From an optimization exercise on the open Yosys and OpenROAD flow, aimed at small area, a short achievable clock period and few clock cycles per item; shortcuts taken in it are not production practice. Function was not checked in any run shown here: the RTL went through the layout flow alone.

**flow/config.mk**
```make
export PLATFORM = sky130hd
export DESIGN_NAME = octahedral_normal_encoder_unit
export DESIGN_NICKNAME = octahedral_normal_encoder_unit
export VERILOG_FILES = /design/flow/design.v
export SDC_FILE = /design/flow/constraint.sdc
export NUM_CORES = 4
export LEC_CHECK = 0
export CAP_MARGIN = 20
export CORE_MARGIN = 2
export CORE_UTILIZATION = 40
export SETUP_SLACK_MARGIN = 2.6
export SLEW_MARGIN = 20
```
**flow/constraint.sdc**
```tcl
create_clock -name core_clock -period 5.0 [get_ports {i_clk}]
set_input_delay 1.0000 -clock core_clock [delete_from_list [all_inputs] [get_ports {i_clk}]]
set_output_delay 1.0000 -clock core_clock [all_outputs]
set_load 0.01 [all_outputs]
```
**flow/design.v**
```verilog
package octne_pkg;
    localparam int QBITS     = 15;
    localparam int HALF_BITS = 16;
    localparam int LW        = 17;
endpackage
module octne_div_step (
    input  logic [octne_pkg::LW-1:0]     i_den,
    input  logic [octne_pkg::LW-1:0]     i_rem_u,
    input  logic [octne_pkg::QBITS-1:0]  i_low_u,
    input  logic [octne_pkg::LW-1:0]     i_rem_v,
    input  logic [octne_pkg::QBITS-1:0]  i_low_v,
    output logic [octne_pkg::LW-1:0]     o_rem_u,
    output logic [octne_pkg::QBITS-1:0]  o_low_u,
    output logic [octne_pkg::LW-1:0]     o_rem_v,
    output logic [octne_pkg::QBITS-1:0]  o_low_v
);
    localparam int LW = octne_pkg::LW;
    localparam int QB = octne_pkg::QBITS;
    logic u_ge, v_ge;
    octne_sub_sel u_lane (
        .i_t   ({i_rem_u, i_low_u[QB-1]}),
        .i_d   (i_den),
        .o_ge  (u_ge),
        .o_r   (o_rem_u)
    );
    octne_sub_sel v_lane (
        .i_t   ({i_rem_v, i_low_v[QB-1]}),
        .i_d   (i_den),
        .o_ge  (v_ge),
        .o_r   (o_rem_v)
    );
    assign o_low_u = {i_low_u[QB-2:0], u_ge};
    assign o_low_v = {i_low_v[QB-2:0], v_ge};
endmodule
module octne_sub_sel (
    input  logic [octne_pkg::LW:0]   i_t,
    input  logic [octne_pkg::LW-1:0] i_d,
    output logic                     o_ge,
    output logic [octne_pkg::LW-1:0] o_r
);
    localparam int W  = octne_pkg::LW + 1;    
    localparam int NL = 5;                     
    logic [W:0] g [0:NL];
    logic [W:0] p [0:NL];
    genvar i, l;
    generate
        assign g[0][0] = 1'b1;
        assign p[0][0] = 1'b0;
        for (i = 0; i < W; i++) begin : g_pg
            logic b;
            assign b = (i < W - 1) ? ~i_d[i] : 1'b1;
            assign g[0][i+1] = i_t[i] & b;
            assign p[0][i+1] = i_t[i] ^ b;
        end
        for (l = 0; l < NL; l++) begin : g_lvl
            for (i = 0; i <= W; i++) begin : g_node
                if ((i >> l) & 1) begin : g_op
                    localparam int J = ((i >> l) << l) - 1;
                    assign g[l+1][i] = g[l][i] | (p[l][i] & g[l][J]);
                    assign p[l+1][i] = p[l][i] & p[l][J];
                end else begin : g_pass
                    assign g[l+1][i] = g[l][i];
                    assign p[l+1][i] = p[l][i];
                end
            end
        end
        assign o_ge = g[NL][W];
        for (i = 0; i < W - 1; i++) begin : g_out
            assign o_r[i] = o_ge ? (p[0][i+1] ^ g[NL][i]) : i_t[i];
        end
    endgenerate
endmodule
module octne_add #(
    parameter int W = 16
) (
    input  logic [W-1:0] i_a,
    input  logic [W-1:0] i_b,
    input  logic         i_cin,
    output logic [W-1:0] o_s
);
    localparam int NL = $clog2(W + 1);
    logic [W:0] g [0:NL];
    logic [W:0] p [0:NL];
    genvar i, l;
    generate
        assign g[0][0] = i_cin;
        assign p[0][0] = 1'b0;
        for (i = 0; i < W; i++) begin : g_pg
            assign g[0][i+1] = i_a[i] & i_b[i];
            assign p[0][i+1] = i_a[i] ^ i_b[i];
        end
        for (l = 0; l < NL; l++) begin : g_lvl
            for (i = 0; i <= W; i++) begin : g_node
                if ((i >> l) & 1) begin : g_op
                    localparam int J = ((i >> l) << l) - 1;
                    assign g[l+1][i] = g[l][i] | (p[l][i] & g[l][J]);
                    assign p[l+1][i] = p[l][i] & p[l][J];
                end else begin : g_pass
                    assign g[l+1][i] = g[l][i];
                    assign p[l+1][i] = p[l][i];
                end
            end
        end
        for (i = 0; i < W; i++) begin : g_sum
            assign o_s[i] = p[0][i+1] ^ g[NL][i];
        end
    endgenerate
endmodule
module octahedral_normal_encoder_unit #(
    parameter int COMP_WIDTH = 16
) (
    input  logic                         i_clk,
    input  logic                         i_rst_n,
    input  logic                         i_valid,
    output logic                         o_stall,
    input  logic signed [COMP_WIDTH-1:0] i_comp_x,
    input  logic signed [COMP_WIDTH-1:0] i_comp_y,
    input  logic signed [COMP_WIDTH-1:0] i_comp_z,
    output logic                         o_valid,
    input  logic                         i_stall,
    output logic [31:0]                  o_packed_oct,
    output logic                         o_zero_vector
);
    localparam int LW = octne_pkg::LW;
    localparam int QB = octne_pkg::QBITS;
    localparam logic [QB-1:0] REGMASK = 15'b111_1111_1111_1111;
    localparam bit FE_REG = 1'b1;
    localparam int REC = 3 + LW + 2 * (LW + QB);
    logic w_adv;              
    logic r_hv, r_sv;         
    logic w_push, w_pop;
    logic w_fin_v;            
    assign w_adv   = ~r_sv;
    assign w_push  = w_adv & w_fin_v;
    assign w_pop   = r_hv & ~i_stall;
    assign o_stall = r_sv;
    assign o_valid = r_hv;
    always_ff @(posedge i_clk) begin
        if (!i_rst_n) begin
            r_hv  <= 1'b0;
            r_sv  <= 1'b0;
        end else begin
            r_hv  <= (r_hv & ~w_pop) | r_sv | w_push;
            r_sv  <= r_hv & ~w_pop & (r_sv | w_push);
        end
    end
    logic                  w_sx, w_sy, w_sz;
    logic [COMP_WIDTH-1:0] n_ax, n_ay, n_az;
    logic [COMP_WIDTH-1:0] r0_au, r0_av, r0_az;
    logic                  r0_nx, r0_ny, r0_fold, r0_v;
    assign w_sx = i_comp_x[COMP_WIDTH-1];
    assign w_sy = i_comp_y[COMP_WIDTH-1];
    assign w_sz = i_comp_z[COMP_WIDTH-1];
    octne_add #(.W(COMP_WIDTH)) u_abs_x (
        .i_a(i_comp_x ^ {COMP_WIDTH{w_sx}}), .i_b('0), .i_cin(w_sx), .o_s(n_ax));
    octne_add #(.W(COMP_WIDTH)) u_abs_y (
        .i_a(i_comp_y ^ {COMP_WIDTH{w_sy}}), .i_b('0), .i_cin(w_sy), .o_s(n_ay));
    octne_add #(.W(COMP_WIDTH)) u_abs_z (
        .i_a(i_comp_z ^ {COMP_WIDTH{w_sz}}), .i_b('0), .i_cin(w_sz), .o_s(n_az));
    always_ff @(posedge i_clk) begin
        if (!i_rst_n) begin
            r0_v <= 1'b0;
        end else if (w_adv) begin
            r0_v <= i_valid;
        end
    end
    always_ff @(posedge i_clk) begin
        if (w_adv) begin
            r0_au   <= w_sz ? n_ay : n_ax;
            r0_av   <= w_sz ? n_ax : n_ay;
            r0_az   <= n_az;
            r0_nx   <= w_sx;
            r0_ny   <= w_sy;
            r0_fold <= w_sz;
        end
    end
    logic [COMP_WIDTH-1:0] w_cs_s, w_cs_c;
    logic [LW:0]           w_su_s, w_su_c, w_sv_s, w_sv_c, w_nau, w_nav;
    logic [LW-1:0]         n_l1;
    logic [LW:0]           n_s_u, n_s_v;
    logic [COMP_WIDTH-1:0] n_dec_u, n_dec_v;
    logic [LW-1:0]         n_r0_u, n_r0_v;
    logic [REC-1:0]        w_fe;
    always_comb begin
        w_cs_s = r0_au ^ r0_av ^ r0_az;
        w_cs_c = (r0_au & r0_av) | (r0_au & r0_az) | (r0_av & r0_az);
        w_nau  = ~{2'b00, r0_au};
        w_nav  = ~{2'b00, r0_av};
        w_su_s = {2'b00, r0_av} ^ {2'b00, r0_az} ^ w_nau;
        w_su_c = ({2'b00, r0_av} & {2'b00, r0_az}) | ({2'b00, r0_av} & w_nau)
               | ({2'b00, r0_az} & w_nau);
        w_sv_s = {2'b00, r0_au} ^ {2'b00, r0_az} ^ w_nav;
        w_sv_c = ({2'b00, r0_au} & {2'b00, r0_az}) | ({2'b00, r0_au} & w_nav)
               | ({2'b00, r0_az} & w_nav);
    end
    octne_add #(.W(LW)) u_l1 (
        .i_a({1'b0, w_cs_s}), .i_b({w_cs_c, 1'b0}), .i_cin(1'b0), .o_s(n_l1));
    octne_add #(.W(LW+1)) u_su (
        .i_a(w_su_s), .i_b({w_su_c[LW-1:0], 1'b0}), .i_cin(1'b1), .o_s(n_s_u));
    octne_add #(.W(LW+1)) u_sv (
        .i_a(w_sv_s), .i_b({w_sv_c[LW-1:0], 1'b0}), .i_cin(1'b1), .o_s(n_s_v));
    octne_add #(.W(COMP_WIDTH)) u_dec_u (
        .i_a(r0_au), .i_b('1), .i_cin(1'b0), .o_s(n_dec_u));
    octne_add #(.W(COMP_WIDTH)) u_dec_v (
        .i_a(r0_av), .i_b('1), .i_cin(1'b0), .o_s(n_dec_v));
    always_comb begin
        n_r0_u = n_s_u[LW] ? {1'b0, n_dec_u} : {1'b0, r0_au[COMP_WIDTH-1:1], r0_au[0] | n_s_u[LW-1]};
        n_r0_v = n_s_v[LW] ? {1'b0, n_dec_v} : {1'b0, r0_av[COMP_WIDTH-1:1], r0_av[0] | n_s_v[LW-1]};
        w_fe   = {r0_nx, r0_ny, r0_fold, n_l1,
                  n_r0_u, n_s_u[QB:1],
                  n_r0_v, n_s_v[QB:1]};
    end
    logic [REC-1:0] w_rec [0:QB];
    logic           w_vld [0:QB];
    generate
        if (FE_REG) begin : g_fe_reg
            logic [REC-1:0] r_rec;
            logic           r_v;
            always_ff @(posedge i_clk) begin
                if (!i_rst_n) begin
                    r_v <= 1'b0;
                end else if (w_adv) begin
                    r_v <= r0_v;
                end
            end
            always_ff @(posedge i_clk) begin
                if (w_adv) begin
                    r_rec <= w_fe;
                end
            end
            assign w_rec[0] = r_rec;
            assign w_vld[0] = r_v;
        end else begin : g_fe_comb
            assign w_rec[0] = w_fe;
            assign w_vld[0] = r0_v;
        end
    endgenerate
    genvar k;
    generate
        for (k = 0; k < QB; k++) begin : g_div
            logic [REC-1:0] n_rec;
            octne_div_step u_step (
                .i_den   (w_rec[k][2*(LW+QB) +: LW]),
                .i_rem_u (w_rec[k][LW+2*QB +: LW]),
                .i_low_u (w_rec[k][LW+QB +: QB]),
                .i_rem_v (w_rec[k][QB +: LW]),
                .i_low_v (w_rec[k][0 +: QB]),
                .o_rem_u (n_rec[LW+2*QB +: LW]),
                .o_low_u (n_rec[LW+QB +: QB]),
                .o_rem_v (n_rec[QB +: LW]),
                .o_low_v (n_rec[0 +: QB])
            );
            assign n_rec[REC-1:2*(LW+QB)] = w_rec[k][REC-1:2*(LW+QB)];
            if (REGMASK[k]) begin : g_reg
                logic [REC-1:0] r_rec;
                logic           r_v;
                always_ff @(posedge i_clk) begin
                    if (!i_rst_n) begin
                        r_v <= 1'b0;
                    end else if (w_adv) begin
                        r_v <= w_vld[k];
                    end
                end
                always_ff @(posedge i_clk) begin
                    if (w_adv) begin
                        r_rec <= n_rec;
                    end
                end
                assign w_rec[k+1] = r_rec;
                assign w_vld[k+1] = r_v;
            end else begin : g_comb
                assign w_rec[k+1] = n_rec;
                assign w_vld[k+1] = w_vld[k];
            end
        end
    endgenerate
    logic [REC-1:0] w_last;
    logic [LW-1:0]  w_den, w_rem_u, w_rem_v;
    logic [QB-1:0]  w_q_u, w_q_v;
    logic           w_nx, w_ny, w_fold, w_zero, w_tie_u, w_tie_v;
    logic [15:0]    w_m_u, w_m_v, w_inc_u, w_inc_v, n_u, n_v;
    logic           w_c_u, w_c_v;
    logic [32:0]    w_fin;
    always_comb begin
        w_last  = w_rec[QB];
        w_nx    = w_last[REC-1];
        w_ny    = w_last[REC-2];
        w_fold  = w_last[REC-3];
        w_den   = w_last[2*(LW+QB) +: LW];
        w_rem_u = w_last[LW+2*QB +: LW];
        w_q_u   = w_last[LW+QB +: QB];
        w_rem_v = w_last[QB +: LW];
        w_q_v   = w_last[0 +: QB];
        w_zero  = ~(|w_den);
        w_tie_u = ~(|w_rem_u) & ~w_den[0];
        w_tie_v = ~(|w_rem_v) & ~w_den[0];
        w_m_u   = (w_nx & ~w_fold) ? 16'hffff : ((w_fold & ~w_nx) ? 16'h7fff : 16'h0000);
        w_m_v   = (w_ny & ~w_fold) ? 16'hffff : ((w_fold & ~w_ny) ? 16'h7fff : 16'h0000);
        w_c_u   = w_fold ? (w_tie_u ^ w_nx) : w_nx;
        w_c_v   = w_fold ? (w_tie_v ^ w_ny) : w_ny;
    end
    octne_add #(.W(16)) u_out_u (
        .i_a({1'b0, w_q_u} ^ w_m_u), .i_b('0), .i_cin(w_c_u), .o_s(w_inc_u));
    octne_add #(.W(16)) u_out_v (
        .i_a({1'b0, w_q_v} ^ w_m_v), .i_b('0), .i_cin(w_c_v), .o_s(w_inc_v));
    always_comb begin
        n_u   = w_inc_u ^ {w_fold & w_nx, 15'd0};
        n_v   = w_inc_v ^ {w_fold & w_ny, 15'd0};
        w_fin = {w_zero, w_zero ? 32'd0 : {n_v, n_u}};
    end
    assign w_fin_v = w_vld[QB];
    logic [32:0] r_skid, r_out;
    always_ff @(posedge i_clk) begin
        if (w_adv) begin
            r_skid <= w_fin;
        end
        if (~r_hv | w_pop) begin
            r_out <= r_sv ? r_skid : w_fin;
        end
    end
    assign o_packed_oct  = r_out[31:0];
    assign o_zero_vector = r_out[32];
endmodule
```
**flow/run.sh**
```bash
#!/bin/bash
# synth_recipe.tcl (not shown) runs the flow's synth.tcl, then flattens the netlist and writes it again
# the make line also repeats each setting of config.mk as NAME=value (left out here)
make -C /OpenROAD-flow-scripts/flow DESIGN_CONFIG=/design/flow/config.mk WORK_HOME=/design/flow/orfs CLKGATE_MAP_FILE= SYNTH_SCRIPT=/design/flow/synth_recipe.tcl finish
```
==> results of run 1 <==
## area by class of cell
class | instances | area share
Clock buffer | 190 | 0.04131
Clock inverter | 109 | 0.01310
Antenna cell | 5 | 0.0001206
Timing Repair inverter | 1 | 0.00004826
Timing Repair Buffer | 879 | 0.09578
Sequential cell | 1478 | 0.4230
Multi-Input combinational cell | 3900 | 0.3739
Inverter | 609 | 0.02225
Tap cell | 2526 | 0.03048
## registers in the layout, indices dropped and copies added (netlist names), 15 cells and up
register / cells
g_div.g_reg.r_rec: 1260
g_fe_reg.r_rec: 82
r_out: 33
r_skid: 33
r0_au: 16
r0_av: 16
r0_az: 16
g_div.g_reg.r_v: 15
## per-stage QoR
stage | hold WS [ns] | setup WS (ns) | area, sq um | utilization
floorplan | 0.4003 | -17.25 | 77310 | -
global placement | 0.4002 | 0.2129 | 81560 | 0.4244
detailed placement | 0.4045 | 0.2657 | 81570 | 0.4245
CTS | 0.4000 | 1.310 | 99300 | 0.5167
global route | 0.4083 | 1.263 | 103700 | 0.5396
finish | 0.3994 | 1.337 | 103700 | 0.5397
## Yosys cell counts, types with 9 or more instances
library cell,n,share of area
sky130_fd_sc_hd__edfxtp_1,1426,0.55
sky130_fd_sc_hd__inv_1,607,0.029
sky130_fd_sc_hd__ha_1,583,0.094
sky130_fd_sc_hd__a21oi_1,563,0.036
sky130_fd_sc_hd__nor2_1,532,0.026
sky130_fd_sc_hd__xnor2_1,302,0.034
sky130_fd_sc_hd__nand2_1,264,0.013
sky130_fd_sc_hd__o21ai_0,199,0.013
sky130_fd_sc_hd__xor2_1,183,0.021
sky130_fd_sc_hd__fa_1,180,0.047
sky130_fd_sc_hd__mux2_2,148,0.022
sky130_fd_sc_hd__nand3_1,84,0.0054
sky130_fd_sc_hd__a21o_1,70,0.0068
sky130_fd_sc_hd__nor3_1,61,0.0040
sky130_fd_sc_hd__o21a_1,61,0.0059
sky130_fd_sc_hd__nor2b_1,59,0.0048
sky130_fd_sc_hd__a31oi_1,53,0.0043
sky130_fd_sc_hd__dfxtp_1,52,0.013
sky130_fd_sc_hd__clkbuf_1,51,0.0025
sky130_fd_sc_hd__buf_2,50,0.0032
sky130_fd_sc_hd__nand4_1,48,0.0039
sky130_fd_sc_hd__nand2b_1,43,0.0035
sky130_fd_sc_hd__mux2i_1,40,0.0052
sky130_fd_sc_hd__a211oi_1,37,0.0036
sky130_fd_sc_hd__or2_2,37,0.0030
sky130_fd_sc_hd__a22o_1,32,0.0036
sky130_fd_sc_hd__o21bai_1,32,0.0031
sky130_fd_sc_hd__o31ai_1,27,0.0026
sky130_fd_sc_hd__a2111o_1,25,0.0036
sky130_fd_sc_hd__or3_1,25,0.0020
sky130_fd_sc_hd__o2111ai_1,18,0.0020
sky130_fd_sc_hd__or4_1,15,0.0015
sky130_fd_sc_hd__buf_1,12,0.00058
sky130_fd_sc_hd__nor4_1,11,0.00089
sky130_fd_sc_hd__a21bo_2,10,0.0013
sky130_fd_sc_hd__and3_1,10,0.00081
sky130_fd_sc_hd__o22ai_1,10,0.00081
sky130_fd_sc_hd__a211oi_2,9,0.0015
sky130_fd_sc_hd__a221oi_1,9,0.0010
sky130_fd_sc_hd__mux2_4,9,0.0017
sky130_fd_sc_hd__o211a_1,9,0.0012
## routing by layer
| metal | vias to the layer above | global-route usage |
|---|---|---|
| li1 | 23950 | - |
| met1 | 24990 | 0.2022 |
| met2 | 1150 | 0.3838 |
| met3 | 578 | 0.02794 |
| met4 | 0 | 0.1358 |
| met5 | - | 0 |
## kinds of logic (layout without fill, tap and decap cells)
kind of cell | count (synthesis) | after routing | synth area share
flops | 1478 | 1478 | 0.5676
other cells | 0 | 5 | 0
buf+inv | 729 | 1788 | 0.03676
xor+xnor | 485 | 485 | 0.05497
simple gates | 1215 | 1215 | 0.07137
compound gates | 1228 | 1234 | 0.09888
mux | 203 | 203 | 0.02937
fa+ha+maj | 763 | 763 | 0.1410
## worst max-delay path by stage
stage | endpoint | from | depth (start not counted)
5_1_grt | g_fe_reg.r_rec[79]$_DFFE_PN_ | r0_av[1]$_DFFE_PN_ | 15
2_1_floorplan | g_div[0].g_reg.r_rec[0]$_DFFE_PN_ | r_sv$_SDFF_PN0_ | 4
6_report | g_fe_reg.r_rec[79]$_DFFE_PN_ | r0_av[1]$_DFFE_PN_ | 15
3_5_place_dp | g_fe_reg.r_rec[79]$_DFFE_PN_ | r0_av[1]$_DFFE_PN_ | 15
4_1_cts | g_fe_reg.r_rec[79]$_DFFE_PN_ | r0_au[1]$_DFFE_PN_ | 15
3_3_place_gp | g_fe_reg.r_rec[79]$_DFFE_PN_ | r0_av[1]$_DFFE_PN_ | 15
## timing repair
item / 4_1_cts / 5_1_grt
setup buffers: 489 / 165
cloned: 64 / 6
endpoints found under the hold margin: 0 / 0
gates resized for setup: 1750 / 743
endpoints found under the setup margin: 741 / 1079
pin swaps: 355 / 269
## worst max-delay path: stages (launching register included)
cell and delay (ns):
sky130_fd_sc_hd__edfxtp_1 0.41, sky130_fd_sc_hd__inv_2 0.10, sky130_fd_sc_hd__fa_2 0.47, sky130_fd_sc_hd__inv_2 0.10
sky130_fd_sc_hd__ha_4 0.13, sky130_fd_sc_hd__inv_2 0.03, sky130_fd_sc_hd__fa_2 0.35, sky130_fd_sc_hd__nor2b_2 0.13
sky130_fd_sc_hd__o21ai_2 0.08, sky130_fd_sc_hd__a21boi_2 0.19, sky130_fd_sc_hd__o21ai_2 0.11, sky130_fd_sc_hd__a2111oi_4 0.39
sky130_fd_sc_hd__nor2_1 0.10, sky130_fd_sc_hd__a21oi_2 0.21, sky130_fd_sc_hd__a21o_1 0.16, sky130_fd_sc_hd__fa_2 0.42
==> impl_summary.log, run 1 <==
INFO  metric first_pass_grt_wire_length = 305.2 mm
INFO  metric row_count = 161
INFO  metric status = timing/DRC/antenna clean
INFO  metric grt-ovfl-total = 0
INFO  metric numCtsBuffers = 164
INFO  metric max_freq = 273.0 MHz
INFO  metric timing_hold_violations_final = 0
INFO  metric nFillCells = 15280
INFO  metric place.detailed.instances = 8669
INFO  metric regArea = 0.04387 sq mm
INFO  metric insertion_delay = 0.82 ns
INFO  metric min_to = g_div[7].g_reg.r_rec[46]$_DFFE_PN_
INFO  metric synth-async-reset-ratio = 0
INFO  metric ys_seq_area_frac = 0.5676
INFO  metric clock_skew = 0.04120 ns
INFO  metric antenna_found_initial = 2
INFO  metric cts_tree = yes
INFO  metric synth.ff_latch_count = 1478
INFO  metric synthesis.instances = 6101
INFO  metric min_path_type = register to register
INFO  metric drt-vias-per-instance = 5.224
INFO  metric met1Wirelength = 71.32 mm
INFO  metric ctsHtreeMaxLevel = 4
INFO  metric initial_core_util = 0.4021
INFO  metric number_of_enable_flip_flop_cells_after_synthesis = 1426
INFO  metric gp_congestion = 0.8889
INFO  metric placeableCoreArea = 0.1922 sq mm
INFO  metric syn-num-nets = 6916
INFO  metric final-instance-count-excl-fill = 9697
INFO  metric critical_path.endpoint_type = register
INFO  metric cp_data_required_time = 5.53 ns
INFO  metric highest-signal-layer = met4
INFO  metric mappedNetlistArea = 0.07727 sq mm
INFO  metric layout.cells.most_common = sky130_fd_sc_hd__edfxtp_1
INFO  metric final_cell_mix = sky130_fd_sc_hd__edfxtp_1 (1426), sky130_fd_sc_hd__inv_1 (490), sky130_fd_sc_hd__buf_4 (428)
INFO  metric buffer_ports.inserted = 86
INFO  metric setup_total_negative_slack = 0 ns
INFO  metric grt_max_degree = 168
INFO  metric worst-r2r-setup-slack = 1.34 ns
INFO  metric grt_use_total = 0.2017
INFO  metric hold_start = g_div[6].g_reg.r_rec[45]$_DFFE_PN_
INFO  metric post_synth.cell_area_avg = 12.67 sq um
INFO  metric finalMaxSlewViolations = 0
INFO  metric timing.slew.headroom = 0.2717
INFO  metric critPathKind = register to register
INFO  metric cp_data_arrival_time = 4.19 ns
INFO  metric drt_wirelength = 204.0 mm
INFO  metric drt_pass1_iterations = 7
INFO  metric final_setup_violations = 0
INFO  metric layout_min_cycle_time = 3.663 ns
INFO  metric rsz_0062_raised_after_global_routing = true
INFO  metric hold-path-cell-count = 0
INFO  metric dieWidth = 443.5 um
INFO  metric finish.net_count = 7848
INFO  metric chipHeight = 443.5 um
INFO  metric post_synth_num_cell_types = 82
INFO  metric drv.max_cap_violation_count = 0
INFO  metric top_level_ports = 87
INFO  metric dp.final_hpwl = 125.8 mm
INFO  metric path_max_fanout = 3
INFO  metric yosys_most_used_dff = sky130_fd_sc_hd__edfxtp_1
INFO  metric antenna_left = 0
INFO  metric wl_met2 = 110.7 mm
INFO  metric route.met3.wl = 6.146 mm
INFO  metric die_area = 0.1967 sq mm
INFO  metric worstSetupStartpointType = register
INFO  metric holdBufCountCts = 0
INFO  metric drive_gt1_frac = 0.3585
INFO  metric yosysWarningCount = 17
INFO  metric reg2reg_from = r0_av[1]$_DFFE_PN_
INFO  metric vias = 50660
INFO  metric worst_pin_slew = 1.092 ns
INFO  metric cts.clk_slew.worst_paths = 0.06 ns
INFO  metric regToRegEndpoint = g_fe_reg.r_rec[79]$_DFFE_PN_
INFO  metric area.growth.synth_to_final = 34.21%
INFO  metric clkSinkCount = 1478
INFO  metric cts-root-buf = sky130_fd_sc_hd__clkbuf_16
INFO  metric drt_iter0_drc = 2582
INFO  metric drc = 0
INFO  metric number_of_global_route_vias_before_repair = 53070
INFO  metric ff2ff_path_depth = 15
INFO  metric multi_input_combinational_cell_area = 0.03878 sq mm
INFO  metric max-clock-path-buffers = 3
INFO  metric layout_worst_path_cycle_share = 0.7325
INFO  metric drt-wirelength-per-cell = 21.04 um
==> run 2: changes to the inputs <==
--- a/flow/design.v
+++ b/flow/design.v
@@ -125,3 +125,3 @@
     localparam int QB = octne_pkg::QBITS;
-    localparam logic [QB-1:0] REGMASK = 15'b111_1111_1111_1111;
+    localparam logic [QB-1:0] REGMASK = 15'b101_0101_0101_0101;
     localparam bit FE_REG = 1'b1;
--- a/flow/config.mk
+++ b/flow/config.mk
@@ -10,3 +10,3 @@
 export CORE_UTILIZATION = 40
-export SETUP_SLACK_MARGIN = 2.6
+export SETUP_SLACK_MARGIN = 1.6
 export SLEW_MARGIN = 20
==> run 2 against run 1 <==
  * Now fails the layout checks on negative setup slack
  * Clock skew up 0.026 ns
  * Cell count fell by 16%
  * Clock-buffer cell count is 65 lower
==> impl_summary.log, run 2 <==
INFO  metric yosys-top-cells-area = sky130_fd_sc_hd__edfxtp_1 (43%), sky130_fd_sc_hd__ha_1 (12%), sky130_fd_sc_hd__fa_1 (6.1%), sky130_fd_sc_hd__mux2_2 (5.6%), sky130_fd_sc_hd__xnor2_1 (4.5%)
INFO  metric timing_hold_violations_final = 0 (unchanged)
INFO  metric synth.cells.most_frequent = sky130_fd_sc_hd__edfxtp_1 (838), sky130_fd_sc_hd__ha_1 (583), sky130_fd_sc_hd__inv_1 (418), sky130_fd_sc_hd__nor2_1 (306), sky130_fd_sc_hd__xnor2_1 (301)
INFO  metric drc = 0 (unchanged)
INFO  metric cts-root-buf = sky130_fd_sc_hd__clkbuf_16
INFO  metric numCtsBuffers = 99 (-40%)
INFO  metric synth_simple_gate_area_share = 0.07592 (+0.004550)
INFO  metric final-instance-count-excl-fill = 8189 (-16%)
INFO  metric synth_top_family_by_area = adder cells
INFO  metric initial_core_util = 0.4026 (+0.0004882)
INFO  metric synthMuxAreaShare = 0.08907 (+0.05970)
INFO  metric mappedNetlistArea = 0.05860 sq mm (-24%)
INFO  metric number_of_enable_flip_flop_cells_after_synthesis = 838 (-41%)
INFO  metric grt_use_total = 0.1957 (-0.005918)
INFO  metric final_setup_violations = 241 (+241)
INFO  metric area.growth.synth_to_final = 34.52%
INFO  metric cp_data_required_time = 5.43 ns (-0.10 ns)
INFO  metric antenna_left = 0 (unchanged)
INFO  metric finish.net_count = 7008 (-11%)
INFO  metric die_area = 0.1496 sq mm (-24%)
INFO  metric worst_pin_slew = 1.247 ns (+0.1547 ns)
INFO  metric gp_congestion = 0.8531 (-4.0%)
INFO  metric min_path_type = register to register
INFO  metric ys_seq_area_frac = 0.4448 (-0.1228)
INFO  metric post_synth.cell_area_avg = 11.93 sq um (-5.8%)
INFO  metric num_antenna_cells = 0 (-5)
INFO  metric synth.ff_latch_count = 883 (-40%)
INFO  metric worstSetupStartpointType = register
INFO  metric multi_input_combinational_cell_area = 0.03457 sq mm (-11%)
INFO  metric finalMaxSlewViolations = 0 (unchanged)
INFO  metric wl_met2 = 81.72 mm (-26%)
INFO  metric synth_xor_xnor_area_share = 0.06980 (+0.01482)
INFO  metric met1Wirelength = 56.62 mm (-21%)
INFO  metric buffer_ports.inserted = 86 (unchanged)
INFO  metric antenna_found_initial = 1 (-1)
INFO  metric holdBufCountCts = 0 (unchanged)
INFO  metric place.detailed.instances = 7695 (-11%)
INFO  metric post_synth_num_cell_types = 87 (+6.1%)
INFO  metric synth-adder-area-share = 0.1860 (+0.04493)
INFO  metric max-clock-path-buffers = 3 (unchanged)
INFO  metric chipHeight = 386.8 um (-13%)
INFO  metric dieWidth = 386.8 um (-13%)
INFO  metric cp_data_arrival_time = 5.89 ns (+1.70 ns)
INFO  metric synth-async-reset-ratio = 0 (unchanged)
INFO  metric layout_worst_path_cycle_share = 1.091 (+0.3582)
INFO  metric syn-num-nets = 5727 (-17%)
INFO  metric regArea = 0.02607 sq mm (-41%)
INFO  metric dp.final_hpwl = 110.5 mm (-12%)
INFO  metric insertion_delay = 0.75 ns (-0.07 ns)
INFO  metric post_dp_cell_area = 0.06995 sq mm (-14%)
INFO  metric worst_slack = -0.4537 ns (-1.791 ns)
INFO  metric highest-signal-layer = met4
INFO  metric clock_skew = 0.06693 ns (+0.02573 ns)
INFO  metric path_max_fanout = 8 (+5)
INFO  metric timing.slew.headroom = 0.1686 (-0.1031)
INFO  metric most_area_hungry_cell_type_in_the_yosys_netlist = sky130_fd_sc_hd__edfxtp_1
INFO  metric nFillCells = 12190 (-20%)
INFO  metric row_count = 140 (-13%)
INFO  metric drive_gt1_frac = 0.3543 (-0.004226)
INFO  metric yosys_most_used_dff = sky130_fd_sc_hd__edfxtp_1
INFO  metric synth_most_common_cell = sky130_fd_sc_hd__edfxtp_1
INFO  metric flip_flop_count_of_the_largest_register_after_layout = 672 (-47%)
INFO  metric layout.cells.most_common = sky130_fd_sc_hd__buf_4
INFO  metric layout_min_cycle_time = 5.454 ns (+1.791 ns)
INFO  metric ctsHtreeMaxLevel = 3 (-1)
INFO  metric critPathKind = register to register
INFO  metric synth_largest_type_area_fraction = 0.4294 (-0.1247)
INFO  metric grt_max_degree = 147 (-13%)
INFO  metric yosysWarningCount = 17 (unchanged)
INFO  metric grt-ovfl-total = 0 (unchanged)
INFO  metric dp_worst_slack = -0.8233 ns (-1.089 ns)
INFO  metric synthesis.instances = 4912 (-19%)
INFO  metric clkSinkCount = 883 (-40%)
INFO  metric drv.max_cap_violation_count = 0 (unchanged)
INFO  metric drt-wirelength-per-cell = 18.15 um (-14%)
INFO  metric drt-vias-per-instance = 5.038 (-3.6%)
INFO  metric drt_wirelength = 148.6 mm (-27%)
INFO  metric final_cell_mix = sky130_fd_sc_hd__buf_4 (1010), sky130_fd_sc_hd__edfxtp_1 (838), sky130_fd_sc_hd__ha_1 (490)
INFO  metric number_of_global_route_vias_before_repair = 43170 (-19%)
INFO  metric largest-register = g_div.g_reg.r_rec
INFO  metric max_freq = 183.4 MHz (-33%)
INFO  metric check-failures = negative setup slack
INFO  metric first_pass_grt_wire_length = 231.3 mm (-24%)
INFO  metric top_level_ports = 87 (unchanged)
INFO  metric critical_path.endpoint_type = register
INFO  metric drt_iter0_drc = 1602 (-38%)
INFO  metric cts.clk_slew.worst_paths = 0.06 ns (about the same)
INFO  metric top_regs = g_div.g_reg.r_rec (672), g_fe_reg.r_rec (82)
INFO  metric post-route-cell-area = 0.07883 sq mm (-24%)
INFO  metric rsz_0062_raised_after_global_routing = true
INFO  metric route.met3.wl = 3.120 mm (-49%)
INFO  metric vias = 41250 (-19%)
INFO  metric status = finished with violations
INFO  metric drt_pass1_iterations = 5 (-2)
INFO  metric cts_tree = yes
INFO  metric placeableCoreArea = 0.1456 sq mm (-24%)
INFO  metric synth-compound-area-share = 0.1015 (+0.002597)
## run 2: changes by cell type after synthesis, sizes merged, moves of 48 or more
cell / previous run / this run
nand2b: 45 / 99
nor2: 532 / 306
nand2: 264 / 174
edfxtp: 1426 / 838
mux2i: 40 / 94
mux2: 163 / 378
nand3: 84 / 36
a21oi: 563 / 297
inv: 609 / 419
## run 2: cells by family after synthesis
group           count (synthesis)
compound gates                920
xor+xnor                      467
fa+ha+maj                     763
buf+inv                       503
flops                         883
mux                           472
simple gates                  904
## run 2: path summary, 6_finish.rpt
check / startpoint / endpoint / slack [ns] / cells after the start
hold reg to reg: g_div[6].g_reg.r_rec[42]$_DFFE_PN_ / g_div[8].g_reg.r_rec[44]$_DFFE_PN_ / 0.41 / 0
setup reg to reg: g_div[2].g_reg.r_rec[50]$_DFFE_PN_ / g_div[4].g_reg.r_rec[51]$_DFFE_PN_ / -0.45 / 22
setup / recovery: g_div[2].g_reg.r_rec[50]$_DFFE_PN_ / g_div[4].g_reg.r_rec[51]$_DFFE_PN_ / -0.45 / 22
hold / removal: g_div[6].g_reg.r_rec[42]$_DFFE_PN_ / g_div[8].g_reg.r_rec[44]$_DFFE_PN_ / 0.41 / 0
## run 2: cell type report
| type | count | area share |
|---|---|---|
| clock buffer | 125 | 0.03330 |
| multi-input combinational | 3533 | 0.4385 |
| inverter | 419 | 0.02028 |
| clock inverter | 55 | 0.009618 |
| sequential | 883 | 0.3307 |
| tap | 1917 | 0.03043 |
| timing repair buffer | 1257 | 0.1372 |
## run 2: layer usage
layer  GRT usage  vias up
met5           0        -
met4     0.08791        0
met3     0.02161      257
met2      0.3829      484
met1      0.2086    20050
li1            -    20470
## run 2: repair_timing
action,in CTS,in global routing
setup endpoints to repair,371,352
pin swaps,193,173
gates resized for setup,406,181
buffers inserted,194,99
cloned,20,0
## run 2: critical path, stage by stage, from the launching register on
cell	delay [ns]
sky130_fd_sc_hd__edfxtp_1	0.43
sky130_fd_sc_hd__ha_4	0.31
sky130_fd_sc_hd__o211ai_1	0.09
sky130_fd_sc_hd__a21oi_2	0.21
sky130_fd_sc_hd__o21ai_2	0.11
sky130_fd_sc_hd__o21ai_2	0.19
sky130_fd_sc_hd__nand3_2	0.15
sky130_fd_sc_hd__a311oi_4	0.27
sky130_fd_sc_hd__a21oi_2	0.11
sky130_fd_sc_hd__buf_12	0.15
sky130_fd_sc_hd__mux2_4	0.31
sky130_fd_sc_hd__inv_2	0.07
sky130_fd_sc_hd__ha_4	0.19
sky130_fd_sc_hd__nor2b_4	0.12
sky130_fd_sc_hd__o31a_1	0.28
sky130_fd_sc_hd__o41ai_2	0.31
sky130_fd_sc_hd__buf_4	0.16
sky130_fd_sc_hd__o211ai_1	0.16
sky130_fd_sc_hd__o41a_1	0.48
sky130_fd_sc_hd__a31o_4	0.26
sky130_fd_sc_hd__a21oi_4	0.20
sky130_fd_sc_hd__o22ai_4	0.21
sky130_fd_sc_hd__mux2_4	0.38
## run 2: metrics by stage
stage / hold WS (ns) / utilization / setup TNS (ns)
3_5_place_dp: 0.4045 / 0.4806 / -119.16
2_1_floorplan: 0.4003 / - / -6744.43
6_report: 0.4078 / 0.5416 / -53.99
4_1_cts: 0.4035 / 0.5305 / -63.96
3_3_place_gp: 0.4003 / 0.4806 / -107.16
5_1_grt: 0.4196 / 0.5416 / -98.13

## static timing again, ports no longer ideal
The flow's constraints put no driver on any port. The routed layouts listed below were extracted and timed again, unchanged, in two steps. Step 1, drivers: a clkbuf_16 drives i_clk and a buf_2 each remaining input, both assumed. Step 2, shift: input delay + t, output delay - t, t = (earliest + latest rising clock arrival at the registers) / 2. This alone moves slack from input paths to output paths. Three values: ideal, step 1, step 2; two values: the first two.
run | shift t [ns] | setup slack, ns | latest minus earliest clock arrival (ns) | worst register clock-pin slew, ns
run 1 | 0.878 | 1.337 / 1.337 / 1.337 | 0.044 / 0.044 | 0.06 / 0.06
run 2 | 0.784 | -0.454 / -0.454 / -0.454 | 0.069 / 0.069 | 0.07 / 0.07
